This is an optimization exercise on Yosys and OpenROAD, whose aim is small area, a short achievable clock period and few clock cycles per item, not a production implementation.
At most, simulation tests tie the RTL to the original design; equivalence was not proved.
Power figures rest on the tool's default switching activity, not on a simulated workload.

==> flow/design.v <==
`timescale 1ns/10ps
`default_nettype none
module add_unit (
  input  logic               clk,
  input  logic               rst_n,
  input  logic               step_b,
  input  logic               fwd_d,
  input  logic [2:0]         wr_dest,
  input  logic [32-1:0] rd_data,
  output logic               cdb_valid,
  output logic [2:0]         cdb_dest,
  output logic [32-1:0] cdb_data
);
  logic [32-1:0] acc_q;
  logic [32-1:0] sum;
  logic               fwd_q;
  always_ff @(posedge clk) fwd_q <= fwd_d;
  prefix_add #(.W(32)) adder_inst (
    .a   ((step_b || fwd_q) ? acc_q : '0),
    .b   (rd_data),
    .sum (sum)
  );
  always_ff @(posedge clk) begin
    acc_q    <= sum;
    cdb_dest <= wr_dest;
  end
  always_ff @(posedge clk) begin
    if (!rst_n) cdb_valid <= 1'b0;
    else cdb_valid <= step_b;
  end
  assign cdb_data = acc_q;
endmodule
module prefix_add #(
  parameter int W = 32
) (
  input  logic [W-1:0] a,
  input  logic [W-1:0] b,
  output logic [W-1:0] sum
);
  localparam int L = $clog2(W);
  logic [W-1:0] p0;
  logic [W-1:0] g;
  logic [W-1:0] p;
  always_comb begin
    p0 = a ^ b;
    g  = a & b;
    p  = p0;
    for (int l = 0; l < L; l++) begin
      for (int i = 0; i < W; i++) begin
        if ((i + 1) % (2 << l) == 0) begin
          g[i] = g[i] | (p[i] & g[i - (1 << l)]);
          p[i] = p[i] & p[i - (1 << l)];
        end
      end
    end
    for (int l = L - 2; l >= 0; l--) begin
      for (int i = 0; i < W; i++) begin
        if (i >= (2 << l) && (i + 1) % (2 << l) == (1 << l)) begin
          g[i] = g[i] | (p[i] & g[i - (1 << l)]);
          p[i] = p[i] & p[i - (1 << l)];
        end
      end
    end
    sum[0] = p0[0];
    for (int i = 1; i < W; i++) sum[i] = p0[i] ^ g[i-1];
  end
endmodule
`default_nettype wire
`timescale 1ns/10ps
`default_nettype none
module reg_file (
  input  logic                 clk,
  input  logic                 rst_n,
  input  logic                 wr_en,
  input  logic [2:0]           wr_dest,
  input  logic [32-1:0]   wr_data,
  input  logic [8-2:0] rd_sel_d,
  input  logic                 fwd_d,
  output logic [32-1:0]   rd_data,
  input  logic [2:0]           dbg_sel,
  output logic [32-1:0]   dbg_data
);
  logic [32-1:0]   regs [1:8-1];
  logic [8-2:0] fresh;
  logic [8-2:0] fresh_d;
  logic [8-2:0] wr_oh;
  logic [8-2:0] rd_sel;
  logic                 rd_fresh;
  logic [8-2:0] dbg_oh;
  always_comb begin
    for (int i = 1; i < 8; i++) wr_oh[i-1] = wr_en && (wr_dest == 3'(i));
    fresh_d = rst_n ? (fresh & ~wr_oh) : '1;
  end
  always_ff @(posedge clk) begin
    fresh    <= fresh_d;
    rd_sel   <= fwd_d ? '0 : (rd_sel_d & ~fresh_d);
    rd_fresh <= !fwd_d && |(rd_sel_d & fresh_d);
  end
  always_comb begin
    rd_data = 32'(1) & {32{rd_fresh}};
    for (int i = 1; i < 8; i++) rd_data |= rd_sel[i-1] ? regs[i] : '0;
  end
  always_comb begin
    for (int i = 1; i < 8; i++) dbg_oh[i-1] = (dbg_sel == 3'(i));
    dbg_data = 32'(1) & {32{|(dbg_oh & fresh)}};
    for (int i = 1; i < 8; i++) dbg_data |= (dbg_oh[i-1] && !fresh[i-1]) ? regs[i] : '0;
  end
  always_ff @(posedge clk) begin
    for (int i = 1; i < 8; i++) begin
      if (wr_oh[i-1]) regs[i] <= wr_data;
    end
  end
endmodule
`default_nettype wire
`timescale 1ns/10ps
`default_nettype none
module issue_ctrl (
  input  logic                 clk,
  input  logic                 rst_n,
  input  logic                 instr_req,
  input  logic [11:0]          instr,
  output logic                 instr_ack,
  output logic [8-2:0] rd_sel_d,
  output logic                 step_a,
  output logic                 step_b,
  output logic [2:0]           wr_dest,
  output logic                 fwd_d
);
  localparam logic [2:0] OP_ADDF = 3'b011;
  logic       req_q;
  logic       new_req;
  logic [2:0] b_q;
  logic [8-2:0] a_oh;
  logic [8-2:0] b_oh;
  always_comb begin
    for (int i = 1; i < 8; i++) begin
      a_oh[i-1] = (instr[5:3] == 3'(i));
      b_oh[i-1] = (b_q == 3'(i));
    end
  end
  assign instr_ack = instr_req;
  assign new_req   = instr_req && !req_q;
  always_ff @(posedge clk) req_q <= instr_req;
  always_ff @(posedge clk) begin
    if (!rst_n) begin
      step_a <= 1'b0;
      step_b <= 1'b0;
    end else begin
      step_a <= new_req && (instr[11:9] == OP_ADDF);
      step_b <= step_a;
    end
  end
  always_ff @(posedge clk) begin
    if (new_req) begin
      b_q     <= instr[2:0];
      wr_dest <= instr[8:6];
    end
  end
  assign rd_sel_d = new_req ? a_oh : b_oh;
  assign fwd_d = new_req && step_b && (instr[5:3] == wr_dest) && (wr_dest != '0);
endmodule
`default_nettype wire
`timescale 1ns/10ps
`default_nettype none
module tomasulo_core (
  input  logic               clk,
  input  logic               rst_n,
  input  logic               instr_req,
  input  logic [11:0]        instr,
  output logic               instr_ack,
  output logic               cdb_valid,
  output logic [2:0]         cdb_dest,
  output logic [32-1:0] cdb_data,
  input  logic [2:0]         dbg_sel,
  output logic [32-1:0] dbg_data
);
  logic [8-2:0] rd_sel_d;
  logic [32-1:0] rd_data;
  logic               step_a;
  logic               step_b;
  logic [2:0]         wr_dest;
  logic               fwd_d;
  issue_ctrl issue_ctrl_inst (
    .clk       (clk),
    .rst_n     (rst_n),
    .instr_req (instr_req),
    .instr     (instr),
    .instr_ack (instr_ack),
    .rd_sel_d  (rd_sel_d),
    .step_a    (step_a),
    .step_b    (step_b),
    .wr_dest   (wr_dest),
    .fwd_d     (fwd_d)
  );
  reg_file reg_file_inst (
    .clk      (clk),
    .rst_n    (rst_n),
    .wr_en    (cdb_valid),
    .wr_dest  (cdb_dest),
    .wr_data  (cdb_data),
    .rd_sel_d (rd_sel_d),
    .fwd_d    (fwd_d),
    .rd_data  (rd_data),
    .dbg_sel  (dbg_sel),
    .dbg_data (dbg_data)
  );
  add_unit add_unit_inst (
    .clk       (clk),
    .rst_n     (rst_n),
    .step_b    (step_b),
    .fwd_d     (fwd_d),
    .wr_dest   (wr_dest),
    .rd_data   (rd_data),
    .cdb_valid (cdb_valid),
    .cdb_dest  (cdb_dest),
    .cdb_data  (cdb_data)
  );
endmodule
`default_nettype wire
==> flow/config.mk <==
export PLATFORM = sky130hd
export DESIGN_NAME = tomasulo_core
export DESIGN_NICKNAME = tomasulo_core
export VERILOG_FILES = /design/flow/design.v
export SDC_FILE = /design/flow/constraint.sdc
export NUM_CORES = 4
export LEC_CHECK = 0
export CAP_MARGIN = 20
export CORE_MARGIN = 2
export CORE_UTILIZATION = 60
export SETUP_SLACK_MARGIN = 1.5
export SLEW_MARGIN = 20
==> flow/constraint.sdc <==
create_clock -name core_clock -period 5.0 [get_ports {clk}]
set_input_delay 1.0000 -clock core_clock [delete_from_list [all_inputs] [get_ports {clk}]]
set_output_delay 1.0000 -clock core_clock [all_outputs]
set_load 0.01 [all_outputs]
standard.sh (not shown) runs the stock make flow with config.mk's settings and CLKGATE_MAP_FILE= SYNTH_SCRIPT=/design/flow/synth_recipe.tcl, a recipe that flattens the netlist after the stock synthesis.
==> flow/flow/run.sh <==
#!/bin/bash
# The standard layout with two changes: plain buffers (buf_1) on the ports
# in place of the delay cells that buffer_ports picks by default, and a clock
# tree built from larger sink clusters without dummy balancing loads.
# Each tool's output is kept in standard_flow.log here and in ORFS's own logs
# under orfs/logs.
set -euo pipefail
export BUFFER_PORTS_ARGS="-buffer_cell sky130_fd_sc_hd__buf_1"
export CTS_ARGS="-sink_clustering_enable -repair_clock_nets -dont_use_dummy_load -sink_clustering_size 30 -sink_clustering_max_diameter 150"
bash standard.sh > standard_flow.log 2>&1
The baseline finished clean.
Edit:
--- a/flow/design.v
+++ b/flow/design.v
@@ -35,37 +35,30 @@
 ) (
   input  logic [W-1:0] a,
   input  logic [W-1:0] b,
   output logic [W-1:0] sum
 );
   localparam int L = $clog2(W);
-  logic [W-1:0] p0;
-  logic [W-1:0] g;
-  logic [W-1:0] p;
-  always_comb begin
-    p0 = a ^ b;
-    g  = a & b;
-    p  = p0;
+  logic [W-1:0] g [L+1];
+  logic [W-1:0] p [L+1];
+  always_comb begin
+    g[0] = a & b;
+    p[0] = a ^ b;
     for (int l = 0; l < L; l++) begin
       for (int i = 0; i < W; i++) begin
-        if ((i + 1) % (2 << l) == 0) begin
-          g[i] = g[i] | (p[i] & g[i - (1 << l)]);
-          p[i] = p[i] & p[i - (1 << l)];
+        if ((i >> l) & 1) begin
+          g[l+1][i] = g[l][i] | (p[l][i] & g[l][((i >> l) << l) - 1]);
+          p[l+1][i] = p[l][i] & p[l][((i >> l) << l) - 1];
+        end else begin
+          g[l+1][i] = g[l][i];
+          p[l+1][i] = p[l][i];
         end
       end
     end
-    for (int l = L - 2; l >= 0; l--) begin
-      for (int i = 0; i < W; i++) begin
-        if (i >= (2 << l) && (i + 1) % (2 << l) == (1 << l)) begin
-          g[i] = g[i] | (p[i] & g[i - (1 << l)]);
-          p[i] = p[i] & p[i - (1 << l)];
-        end
-      end
-    end
-    sum[0] = p0[0];
-    for (int i = 1; i < W; i++) sum[i] = p0[i] ^ g[i-1];
+    sum[0] = p[0][0];
+    for (int i = 1; i < W; i++) sum[i] = p[0][i] ^ g[L][i-1];
   end
 endmodule
 `default_nettype wire
 `timescale 1ns/10ps
 `default_nettype none
 module reg_file (
@@ -147,17 +140,15 @@
       step_b <= 1'b0;
     end else begin
       step_a <= new_req && (instr[11:9] == OP_ADDF);
       step_b <= step_a;
     end
   end
-  always_ff @(posedge clk) begin
-    if (new_req) begin
-      b_q     <= instr[2:0];
-      wr_dest <= instr[8:6];
-    end
+  always_ff @(posedge clk) b_q <= instr[2:0];
+  always_ff @(posedge clk) begin
+    if (new_req) wr_dest <= instr[8:6];
   end
   assign rd_sel_d = new_req ? a_oh : b_oh;
   assign fwd_d = new_req && step_b && (instr[5:3] == wr_dest) && (wr_dest != '0);
 endmodule
 `default_nettype wire
 `timescale 1ns/10ps
After rerunning: Utilization drops by 0.26 points. Critical path depth decreases by 2. Routed wire length fell by 0.55%. Count of clock-buffer cells in the layout is unchanged. Power stays flat. Cell area fell by 0.71%. Die area goes down by 0.61%. Register-to-register slack improves by 0.02 ns. Cell count went down by 0.33%. Fmax came out higher by 0.62%.
Function was not checked in any run of this note: the RTL went through the layout flow alone.

* * *

== alpha ==
tomasulo_core, a different RTL version from the one above (not shown whole).
For scale: about 870 cells after synthesis, roughly 87 I/O pins.
==> module reg_file, before the edit <==
module reg_file (
  input  logic                 clk,
  input  logic                 rst_n,
  input  logic                 wr_en,
  input  logic [2:0]           wr_dest,
  input  logic [32-1:0]   wr_data,
  input  logic [8-2:0] rd_sel_d,
  output logic [32-1:0]   rd_data,
  input  logic [2:0]           dbg_sel,
  output logic [32-1:0]   dbg_data
);
  logic [32-1:0]   regs [1:8-1];
  logic [8-2:0] fresh;
  logic [8-2:0] fresh_d;
  logic [8-2:0] wr_oh;
  logic [8-2:0] rd_sel;
  logic [8-2:0] rd_sel_n;
  logic                 rd_fresh;
  logic [8-2:0] dbg_oh;
  always_comb begin
    for (int i = 1; i < 8; i++) wr_oh[i-1] = wr_en && (wr_dest == 3'(i));
    fresh_d = rst_n ? (fresh & ~wr_oh) : '1;
  end
  always_ff @(posedge clk) begin
    fresh    <= fresh_d;
    rd_sel   <= rd_sel_d & ~fresh_d;
    rd_sel_n <= ~(rd_sel_d & ~fresh_d);
    rd_fresh <= |(rd_sel_d & fresh_d);
  end
  always_comb begin
    rd_data = 32'(1) & {32{rd_fresh}};
    for (int i = 1; i < 8; i++) begin
      rd_data[15:0]  |= rd_sel[i-1] ? regs[i][15:0] : '0;
      rd_data[31:16] |= !rd_sel_n[i-1] ? regs[i][31:16] : '0;
    end
  end
  always_comb begin
    for (int i = 1; i < 8; i++) dbg_oh[i-1] = (dbg_sel == 3'(i));
    dbg_data = 32'(1) & {32{|(dbg_oh & fresh)}};
    for (int i = 1; i < 8; i++) dbg_data |= (dbg_oh[i-1] && !fresh[i-1]) ? regs[i] : '0;
  end
  always_ff @(posedge clk) begin
    for (int i = 1; i < 8; i++) begin
      if (wr_oh[i-1]) regs[i] <= wr_data;
    end
  end
endmodule
Settings: LEC_CHECK=0, CAP_MARGIN=20, CORE_MARGIN=2, CORE_UTILIZATION=60, SETUP_SLACK_MARGIN=1.5, SLEW_MARGIN=20; clock period 5.0 ns.
run.sh (not shown) runs the stock make flow with config.mk's settings and CLKGATE_MAP_FILE= SYNTH_SCRIPT=/design/flow/synth_recipe.tcl, a recipe that flattens the netlist after the stock synthesis.
Stock flow here: none of the scripts above is used.
What beta does differently from alpha at the input level:
--- a/flow/design.v
+++ b/flow/design.v
@@ -74,7 +74,6 @@
   logic [8-2:0] fresh_d;
   logic [8-2:0] wr_oh;
   logic [8-2:0] rd_sel;
-  logic [8-2:0] rd_sel_n;
   logic                 rd_fresh;
   logic [8-2:0] dbg_oh;
   always_comb begin
@@ -84,15 +83,11 @@
   always_ff @(posedge clk) begin
     fresh    <= fresh_d;
     rd_sel   <= rd_sel_d & ~fresh_d;
-    rd_sel_n <= ~(rd_sel_d & ~fresh_d);
     rd_fresh <= |(rd_sel_d & fresh_d);
   end
   always_comb begin
     rd_data = 32'(1) & {32{rd_fresh}};
-    for (int i = 1; i < 8; i++) begin
-      rd_data[15:0]  |= rd_sel[i-1] ? regs[i][15:0] : '0;
-      rd_data[31:16] |= !rd_sel_n[i-1] ? regs[i][31:16] : '0;
-    end
+    for (int i = 1; i < 8; i++) rd_data |= rd_sel[i-1] ? regs[i] : '0;
   end
   always_comb begin
     for (int i = 1; i < 8; i++) dbg_oh[i-1] = (dbg_sel == 3'(i));
[summary]
As far as hold violation count in the final report goes, alpha and beta are indistinguishable; the numbers are identical. Higher detailed-routing iteration count for the pre-antenna-repair pass was reported by beta, not alpha. Cmp beta vs alpha: share of power burned in registers lower in beta. [compare] base=alpha new=beta: fraction of power consumed by the clock network climbed 1.7 points; final design instance area without fill climbed about 0.8%; fraction of power spent switching nets dropped 0.61 points. Compare beta and alpha | via count normalized by instance count lower: alpha. In beta the final estimated routing congestion in global placement turned out about 2% lower than in alpha. beta vs. alpha: non-clock buffer count went up by about 2.5%. [diff] worst setup slack, beta relative to alpha: regression. Between beta and alpha, the difference in wire length reported by the detailed router is negligible. Die area (beta vs. alpha) decreases slightly. Re signed area change from the synthesized netlist to the final layout: beta and alpha aren't equal, and the lower value belongs to alpha.
No functional check of the RTL was part of any run of this note.

* * *

## rev 12
tomasulo_core, a different RTL version from the one above (not shown whole).
Size in the first run: roughly 940 cells after synthesis, ~280 flip-flops, about 87 I/O pins, roughly 13,000 sq um of cells after synthesis.
// tomasulo_core
module tomasulo_core (
  input  logic               clk,
  input  logic               rst_n,
  input  logic               instr_req,
  input  logic [11:0]        instr,
  output logic               instr_ack,
  output logic               cdb_valid,
  output logic [2:0]         cdb_dest,
  output logic [32-1:0] cdb_data,
  input  logic [2:0]         dbg_sel,
  output logic [32-1:0] dbg_data
);
==> module reg_file, before the edit <==
module reg_file (
  input  logic                 clk,
  input  logic                 rst_n,
  input  logic                 wr_en,
  input  logic [2:0]           wr_dest,
  input  logic [32-1:0]   wr_data,
  input  logic [8-2:0] rd_sel_d,
  input  logic                 fwd_d,
  output logic [32-1:0]   rd_data,
  input  logic [2:0]           dbg_sel,
  output logic [32-1:0]   dbg_data
);
  logic [32-1:0]   regs [1:8-1];
  logic [32-1:0]   wd;
  logic [8-2:0] rd_sel;
  logic [8-2:0] dbg_oh;
  always_ff @(posedge clk) begin
    rd_sel <= fwd_d ? '0 : rd_sel_d;
  end
  always_comb begin
    rd_data = '0;
    for (int i = 1; i < 8; i++) rd_data |= rd_sel[i-1] ? regs[i] : '0;
  end
  always_comb begin
    for (int i = 1; i < 8; i++) dbg_oh[i-1] = (dbg_sel == 3'(i));
    dbg_data = '0;
    for (int i = 1; i < 8; i++) dbg_data |= dbg_oh[i-1] ? regs[i] : '0;
  end
  assign wd = rst_n ? wr_data : 32'(1);
  always_ff @(posedge clk) begin
    for (int i = 1; i < 8; i++) begin
      if (!rst_n || (wr_en && wr_dest == 3'(i))) regs[i] <= wd;
    end
  end
endmodule
==> module issue_ctrl, before the edit <==
module issue_ctrl (
  input  logic                 clk,
  input  logic                 rst_n,
  input  logic                 instr_req,
  input  logic [11:0]          instr,
  output logic                 instr_ack,
  output logic [8-2:0] rd_sel_d,
  output logic                 step_a,
  output logic                 step_b,
  output logic [2:0]           wr_dest,
  output logic                 fwd_d
);
  localparam logic [2:0] OP_ADDF = 3'b011;
  logic       req_q;
  logic       new_req;
  logic [2:0] b_q;
  logic [8-2:0] a_oh;
  logic [8-2:0] b_oh;
  always_comb begin
    for (int i = 1; i < 8; i++) begin
      a_oh[i-1] = (instr[5:3] == 3'(i));
      b_oh[i-1] = (b_q == 3'(i));
    end
  end
  assign instr_ack = instr_req;
  assign new_req   = instr_req && !req_q;
  always_ff @(posedge clk) req_q <= instr_req;
  always_ff @(posedge clk) begin
    if (!rst_n) begin
      step_a <= 1'b0;
      step_b <= 1'b0;
    end else begin
      step_a <= new_req && (instr[11:9] == OP_ADDF);
      step_b <= step_a;
    end
  end
  always_ff @(posedge clk) b_q <= instr[2:0];
  always_ff @(posedge clk) begin
    if (new_req) wr_dest <= instr[8:6];
  end
  assign rd_sel_d = new_req ? a_oh : b_oh;
  assign fwd_d = new_req && step_b && (instr[5:3] == wr_dest) && (wr_dest != '0);
endmodule
clock: 5.0 ns
lec_check: 0
cap_margin: 20
core_margin: 2
core_utilization: 60
setup_slack_margin: 1.5
slew_margin: 20
standard.sh (not shown) runs the stock make flow with config.mk's settings and CLKGATE_MAP_FILE= SYNTH_SCRIPT=/design/flow/synth_recipe.tcl, a recipe that flattens the netlist after the stock synthesis.
Scripts as last shown in full above: flow/flow/run.sh
diff inputs: rev 12 => rev 13
--- a/flow/design.v
+++ b/flow/design.v
@@ -75,23 +75,31 @@
 );
   logic [32-1:0]   regs [1:8-1];
-  logic [32-1:0]   wd;
+  logic [8-2:0] fresh;
+  logic [8-2:0] fresh_d;
+  logic [8-2:0] wr_oh;
   logic [8-2:0] rd_sel;
+  logic                 rd_fresh;
   logic [8-2:0] dbg_oh;
-  always_ff @(posedge clk) begin
-    rd_sel <= fwd_d ? '0 : rd_sel_d;
-  end
-  always_comb begin
-    rd_data = '0;
+  always_comb begin
+    for (int i = 1; i < 8; i++) wr_oh[i-1] = wr_en && (wr_dest == 3'(i));
+    fresh_d = rst_n ? (fresh & ~wr_oh) : '1;
+  end
+  always_ff @(posedge clk) begin
+    fresh    <= fresh_d;
+    rd_sel   <= fwd_d ? '0 : (rd_sel_d & ~fresh_d);
+    rd_fresh <= !fwd_d && |(rd_sel_d & fresh_d);
+  end
+  always_comb begin
+    rd_data = 32'(1) & {32{rd_fresh}};
     for (int i = 1; i < 8; i++) rd_data |= rd_sel[i-1] ? regs[i] : '0;
   end
   always_comb begin
     for (int i = 1; i < 8; i++) dbg_oh[i-1] = (dbg_sel == 3'(i));
-    dbg_data = '0;
-    for (int i = 1; i < 8; i++) dbg_data |= dbg_oh[i-1] ? regs[i] : '0;
-  end
-  assign wd = rst_n ? wr_data : 32'(1);
+    dbg_data = 32'(1) & {32{|(dbg_oh & fresh)}};
+    for (int i = 1; i < 8; i++) dbg_data |= (dbg_oh[i-1] && !fresh[i-1]) ? regs[i] : '0;
+  end
   always_ff @(posedge clk) begin
     for (int i = 1; i < 8; i++) begin
-      if (!rst_n || (wr_en && wr_dest == 3'(i))) regs[i] <= wd;
+      if (wr_oh[i-1]) regs[i] <= wr_data;
     end
   end
@@ -136,7 +144,9 @@
     end
   end
-  always_ff @(posedge clk) b_q <= instr[2:0];
-  always_ff @(posedge clk) begin
-    if (new_req) wr_dest <= instr[8:6];
+  always_ff @(posedge clk) begin
+    if (new_req) begin
+      b_q     <= instr[2:0];
+      wr_dest <= instr[8:6];
+    end
   end
   assign rd_sel_d = new_req ? a_oh : b_oh;
[summary]
Rev 13 did not stop at any stage, and its layout met the timing, DRC and antenna checks. Count of TritonRoute iterations in the first routing pass: rev 12 and rev 13 compared, lower one is rev 13. Clock latency of the later-clocked register in the worst-skew pair in rev 13 is 20 ps higher than in rev 12. Comparing multi-input gate share of the layout cell area for rev 12 and rev 13, the bigger number came from rev 12. Sort rev 12 and rev 13 by detailed-route wire length on metal 1 desc -> top: rev 12. Relative to rev 12, the final non-filler cell total measured on rev 13 has decreased by a few percent. Looking at power per unit of standard cell area across rev 12 and rev 13, the one that comes out lower is rev 13. Compared with rev 12, first-pass GRT wire length in rev 13 decreased by a few percent. Between rev 13 and rev 12, it is rev 13 whose relative contribution of the clock network to total power is higher, by 6.6 points.
Testbench counts of rev 13, summed over its fixed seeds: cycles 6,412, items 3,200.
No functional check of the RTL was part of rev 12.

[what the ideal ports hide]
No port has a modelled driver above. Below, the same layouts with a new extraction and two added sets of constraints. Step 1: set_driving_cell puts a clkbuf_16 on clk and a buf_2 on each other input, an assumption about the parent block. Step 2 also shifts input and output timing later by t, the mid clock arrival at the registers, as if the neighbouring blocks saw the same clock. a / b / c = no drivers / after step 1 / after step 2; a / b = the first two.
| run | t, ns | setup slack, ns | hold WS [ns] | worst setup path after step 2 | worst register clock-pin slew, ns |
|---|---|---|---|---|---|
| the first run of note 1 | 0.532 | 1.529 / 1.529 / 1.529 | 0.392 / 0.392 / 0.392 | register to register | 0.12 / 0.12 |
| the second run of note 1 | 0.518 | 1.550 / 1.550 / 1.550 | 0.427 / 0.427 / 0.427 | register to register | 0.11 / 0.11 |
| alpha | 0.582 | 1.482 / 1.462 / 1.462 | 0.390 / 0.390 / 0.390 | input to output | 0.07 / 0.07 |
| beta | 0.582 | 1.442 / 1.442 / 1.442 | 0.404 / 0.404 / 0.404 | register to register | 0.07 / 0.07 |
| rev 12 | 0.508 | 1.522 / 1.496 / 1.496 | 0.358 / 0.358 / 0.358 | input to output | 0.11 / 0.11 |
| rev 13 | 0.523 | 1.598 / 1.572 / 1.572 | 0.421 / 0.421 / 0.421 | input to output | 0.11 / 0.11 |
After both steps setup and hold are still met in every run listed.
